This design comes from an exercise in tuning for small area, a short achievable clock period and few clock cycles on the open sky130 flow, not from production work. Only simulation tests tie the RTL to the original design; equivalence was not proved. Power and IR drop assume default switching activity.

### design/flow/run.sh
#!/bin/bash
# synth_recipe.tcl (not shown) runs the flow's synth.tcl, then flattens the netlist and writes it again
# the make line also repeats each setting of config.mk as NAME=value (left out here)
make -C /OpenROAD-flow-scripts/flow DESIGN_CONFIG=/design/flow/config.mk WORK_HOME=/design/flow/orfs CLKGATE_MAP_FILE= SYNTH_SCRIPT=/design/flow/synth_recipe.tcl finish
### design/flow/config.mk
export PLATFORM = sky130hd
export DESIGN_NAME = sha256_msg_feeder
export DESIGN_NICKNAME = sha256_msg_feeder
export VERILOG_FILES = /design/flow/design.v
export SDC_FILE = /design/flow/constraint.sdc
export NUM_CORES = 4
export LEC_CHECK = 0
export CAP_MARGIN = 20
export CORE_AREA = 10 10 470 470
export DIE_AREA = 0 0 480 480
export SLEW_MARGIN = 20
### design/flow/constraint.sdc
create_clock -name core_clock -period 5.0 [get_ports {clk}]
set_input_delay 1.0000 -clock core_clock [delete_from_list [all_inputs] [get_ports {clk}]]
set_output_delay 1.0000 -clock core_clock [all_outputs]
set_load 0.01 [all_outputs]
### design/flow/design.v
package frost_pkg;
   localparam int BLOCK_W = 512;
   localparam int DIGEST_W = 256;
   localparam int LEN_W = 64;
   localparam logic [DIGEST_W-1:0] SHA256_IV =
      256'h6a09e667bb67ae853c6ef372a54ff53a510e527f9b05688c1f83d9ab5be0cd19;
   typedef enum logic [2:0] {FILL, PAD, LENBLK, ISSUE, WAIT, DONE} feeder_state_t;
endpackage
module sha256_block_builder
(
   input  logic               clk,
   input  logic               rst,
   input  logic               clr,
   input  logic               wr,
   input  logic               pad,
   input  logic               len_blk,
   input  logic [5:0]         idx,
   input  logic [7:0]         data,
   input  logic [frost_pkg::LEN_W-1:0]   len,
   output logic [frost_pkg::BLOCK_W-1:0] block
);
   always_ff @(posedge clk)
      if (rst || clr) block <= '0;
      else if (len_blk) block <= {{(frost_pkg::BLOCK_W-frost_pkg::LEN_W){1'b0}}, len};
      else if (wr) block[{~idx, 3'b000} +: 8] <= data;
      else if (pad) begin
         block[{~idx, 3'b000} +: 8] <= 8'h80;
         if (idx < 6'd56) block[frost_pkg::LEN_W-1:0] <= len;
      end
endmodule
module sha256_msg_feeder
#(
   parameter logic [frost_pkg::DIGEST_W-1:0] IV = frost_pkg::SHA256_IV
)
(
   input  logic                clk,
   input  logic                rst,
   input  logic [7:0]          s_data,
   input  logic                s_valid,
   input  logic                s_last,
   output logic                s_ready,
   output logic                core_start,
   output logic [frost_pkg::BLOCK_W-1:0]  core_block,
   output logic [frost_pkg::DIGEST_W-1:0] core_hash_in,
   input  logic [frost_pkg::DIGEST_W-1:0] core_hash_out,
   input  logic                core_done,
   output logic [frost_pkg::DIGEST_W-1:0] digest,
   output logic                digest_valid,
   output logic                busy
);
   frost_pkg::feeder_state_t state, state_n;
   logic [6:0] idx;
   logic [frost_pkg::LEN_W-1:0] bits;
   logic [frost_pkg::DIGEST_W-1:0] chain;
   logic fin, need_len, pend_pad, xfer, clr;
   assign s_ready = state == frost_pkg::FILL && !rst;
   assign xfer = s_valid && s_ready;
   assign core_start = state == frost_pkg::ISSUE && !rst;
   assign busy = !rst && !(state == frost_pkg::FILL && bits == '0);
   assign core_hash_in = chain;
   sha256_block_builder u_builder (
      .clk(clk),
      .rst(rst),
      .clr(clr),
      .wr(xfer),
      .pad(state == frost_pkg::PAD),
      .len_blk(state == frost_pkg::LENBLK),
      .idx(idx[5:0]),
      .data(s_data),
      .len(bits),
      .block(core_block)
   );
   always_ff @(posedge clk)
      if (rst) state <= frost_pkg::FILL;
      else state <= state_n;
   always_comb begin
      state_n = state;
      clr = 1'b0;
      case (state)
         frost_pkg::FILL:    state_n = !xfer ? frost_pkg::FILL : (s_last && idx != 7'd63) ? frost_pkg::PAD : (idx == 7'd63) ? frost_pkg::ISSUE : frost_pkg::FILL;
         frost_pkg::PAD:     state_n = frost_pkg::ISSUE;
         frost_pkg::LENBLK:  state_n = frost_pkg::ISSUE;
         frost_pkg::ISSUE:   state_n = frost_pkg::WAIT;
         frost_pkg::WAIT: begin
            state_n = !core_done ? frost_pkg::WAIT : fin ? frost_pkg::DONE : need_len ? frost_pkg::LENBLK : pend_pad ? frost_pkg::PAD : frost_pkg::FILL;
            clr = core_done && !fin && !need_len;
         end
         frost_pkg::DONE: begin
            state_n = frost_pkg::FILL;
            clr = 1'b1;
         end
         default: state_n = frost_pkg::FILL;
      endcase
   end
   always_ff @(posedge clk)
      if (rst) begin
         idx <= '0;
         bits <= '0;
         chain <= IV;
         fin <= 1'b0;
         need_len <= 1'b0;
         pend_pad <= 1'b0;
         digest <= '0;
         digest_valid <= 1'b0;
      end else begin
         digest_valid <= state == frost_pkg::DONE;
         if (xfer) begin
            idx <= idx + 7'd1;
            bits <= bits + 64'd8;
            if (s_last && idx == 7'd63) pend_pad <= 1'b1;
         end
         if (state == frost_pkg::PAD) begin
            fin <= idx < 7'd56;
            need_len <= idx >= 7'd56;
         end
         if (state == frost_pkg::LENBLK) begin
            fin <= 1'b1;
            need_len <= 1'b0;
         end
         if (state == frost_pkg::WAIT && core_done) begin
            chain <= core_hash_out;
            if (!fin && !need_len) begin
               idx <= '0;
               pend_pad <= 1'b0;
            end
         end
         if (state == frost_pkg::DONE) begin
            digest <= chain;
            chain <= IV;
            idx <= '0;
            bits <= '0;
            fin <= 1'b0;
            need_len <= 1'b0;
            pend_pad <= 1'b0;
         end
      end
endmodule
==> results.txt <==
-- state kept, by name, indices dropped and copies added, names as in the netlist --
signal	cells
state	3
bits	61
chain	256
digest	256
idx	7
u_builder.block	512
fin	1
digest_valid	1
pend_pad	1
need_len	1
-- worst max-delay path: cells and delay by family (launching register included) --
kind	cells	cell delay, ps
AO/OA/AOI/OAI	2	1180
XOR/XNOR	1	620
adder cells (fa/ha/maj)	1	690
flip-flops	1	690
AND/OR/NAND/NOR	3	1210
-- per-layer routing --
layer	share of wire	global-route usage	vias up
li1	-	-	17500
met1	0.36	0.206	19500
met2	0.49	0.332	2106
met3	0.11	0.0727	390
met4	0.051	0.0810	0
met5	0	0	-
-- area by class of cell --
cell class / instances / area (um^2) / share of cell area
inverters: 11 / 41.3 / 0.000692
flip-flops and latches: 1099 / 22000 / 0.369
clock buffers: 163 / 3470 / 0.0581
diodes: 5 / 12.5 / 0.000210
multi-input cells: 2740 / 15800 / 0.266
repair buffers: 1430 / 14100 / 0.237
well taps: 2805 / 3510 / 0.0588
clock inverters: 57 / 662 / 0.0111
-- power by group through the flow --
stage	logic, mW	registers, mW	clock network, mW
final	1.71	8.98	9.39
after global routing	1.80	8.98	9.89
after CTS	1.72	8.98	9.57
after detailed placement	1.72	9.17	0
after global placement	1.70	9.17	0
after floorplan	0.709	9.14	0
-- final timing paths --
check                                          from                    to  slack (ps)  cells after the start
worst max-delay path                         idx[0]  u_builder.block[281]         480                      7
worst min-delay path            u_builder.block[29]   u_builder.block[29]         460                      1
worst max register to register               idx[0]  u_builder.block[281]         480                      7
worst min register to register  u_builder.block[29]   u_builder.block[29]         460                      1
-- per-stage QoR --
step           std cells  power [mW]
2_1_floorplan       4218        9.85
3_3_place_gp        8083        10.9
3_5_place_dp        8085        10.9
4_1_cts             8305        20.3
5_1_grt             8309        20.7
6_report            8310        20.1
-- cell usage in the layout (no fill, tap or decap), types with 10 or more instances in the layout --
cell type / synthesis / layout
buf_4: 1 / 122
a21oi_1: 283 / 278
clkbuf_8: 1 / 28
nor2_4: 0 / 11
o221ai_1: 28 / 28
clkbuf_16: 0 / 121
a311oi_1: 11 / 11
nor3_1: 48 / 47
and3_1: 24 / 18
a221oi_1: 17 / 17
a22o_1: 258 / 258
o22ai_1: 27 / 27
dfxtp_1: 1099 / 1099
nor2_1: 445 / 424
xnor2_1: 27 / 27
clkdlybuf4s50_1: 0 / 1294
nand2_1: 651 / 649
a21oi_2: 10 / 14
inv_1: 11 / 11
o21ai_0: 63 / 62
nor2b_1: 10 / 10
clkbuf_1: 308 / 14
xor2_1: 20 / 20
nor4_1: 22 / 21
a32o_1: 100 / 100
bufinv_16: 0 / 11
mux2i_1: 15 / 15
or3_1: 17 / 17
nand3_1: 239 / 237
buf_12: 0 / 14
a22oi_1: 267 / 267
nand4_1: 29 / 29
clkinv_2: 0 / 31
nor2_2: 1 / 11
-- cell families after synthesis --
group	Yosys count	synth area share
adders and majority gates	4	0.00128
xor gates and xnor gates	47	0.0105
buffers and inverters	379	0.0385
muxes	15	0.00384
and+or+nand+nor	1538	0.170
AOI/OAI and AO/OA	1136	0.213
DFF	1099	0.562
==> qor.yml <==
status: "complete, no violations"
rsz0062_at_grt: "false"
ir_drop_mv: 0.383
synthCells: 4218
fin_crit_sh: 0.904
final_antenna_net_count: 0
drv_cap: 0
skew_ps: 31.6
final_area_um2: 59700
slew_headroom: 0.287
ys_types: 79
syn_nets: 4491
rows: 168
cts_max_path_buffers: 3
placed_area_um2: 55500
track_usage: 0.191
yosys-top-cells-count: "dfxtp_1, nand2_1, nor2_1"
yosysTopAreaCellShare: 0.562
nets: 5675
cts_tree: "done"
grt_max_degree: 179
pin_count: 1297
power_frac_seq: 0.447
cp-end-kind: "flip-flop"
switching_share: 0.260
ys_seq_elements: 1099
fp.dieArea_um2: 230000
syn-cell-area_um2: 39100
fmax_ghz: 0.221
cts_buffers: 120
holdCritPathClass: "flip-flop to flip-flop"
vias_per_cell: 4.76
path_clk_slew_ps: 70
hold_slack_ps: 459
p_leak_nw: 20.9
pwr-share-comb: 0.085
crit_arrival_ps: 5160
grt_pass1_wl_um: 317000
drt_iter0_drc: 3737
grt_pass1_vias: 37700
yosys_warnings: 2
drive_above_1_share: 0.0775
worstPathCellList: "ha_1 -> xor2_1 -> nand2_1 -> a21oi_2 -> nand2_1 -> a22oi_1 -> nor2_1"
die_w_um: 480
tightest_slew_ps: 1070
power.share.clock: 0.468
place_congestion: 0.913
slowest_stage: "a21oi_2"
pre_cts_slack_ps: 337
clk_latency_ps: 780
num_vias: 39500
die_y_um: 480
htree_levels: 3
fin_ws_ps: 481
crit_fanout: 16
overflow: 0
critical_path_class: "flip-flop to flip-flop"
drtPass1Iterations: 6
synth_area_leaders: "dfxtp_1, nand2_1, a22o_1, a22oi_1, nor2_1"
slowest_delay_ps: 890
fin_crit_ps: 4520
fillers: 21800
area_delta_synth_final_pct: 52.6
syn_avg_cell_area_um2: 9.27
setup-violations-final: 0
cp.required_ps: 5640
synth_edf_count: 0
post_cts_buffers: 0
cts_resized: 0
clkSinkCount: 1099
synth_area_leader_cell: "dfxtp_1"
crit_top_cell: "nand2_1"
powerDensity_nw_per_um2: 336
final_max_slew_viol_count: 0
setup_tns_ps: 0
worst_setup_path_start_kind: "flip-flop"
cts_hold_buffers: 0
ys_async_sr_fraction: 0
post-route-drc-count: 0
synth.most_common_cell: "dfxtp_1"
seq_area_frac_synth: 0.562
fin_util: 0.284
io_buffers: 1296
cts_root_buf: "clkbuf_16"
wl_per_cell_um: 28.3
yosys_most_used_dff: "dfxtp_1"
hpwlAfterDp_um: 180000
hold_viol_final: 0
totalWireLength_um: 235000
start_util: 0.186
power_switching_mw: 5.22
antenna_found_initial: 11
intPower_mw: 14.9
core_area_um2: 210000
Testbench counts, summed over its fixed seeds: cycles 112,588.

[port drivers added, routing unchanged]
How much do the figures lean on ideal ports? The routed layout below was timed once more, with nothing changed but the port constraints.
Step 1 sets driving cells, clkbuf_16 on the clock port and buf_2 on the other inputs (assumed; they add their load-dependent delay and slew).
Step 2 adds t to the input delays and takes it off the output delays; t is the mean of the earliest and latest rising clock arrival at the registers after step 1. Input paths then give back, and output paths get back, about the clock's delay inside the block.
a / b / c = no drivers / after step 1 / after step 2; a / b = the first two.
shift t [ns]: 0.857
setup slack, ns: 0.481 / 0.444 / 0.481
worst setup path after step 2: register to register
pins driven straight from the clock port: 1
After both steps this run still meets setup and hold. The setup slack of this run moves by -0.037 ns with the drivers and by 0.000 ns with both steps.
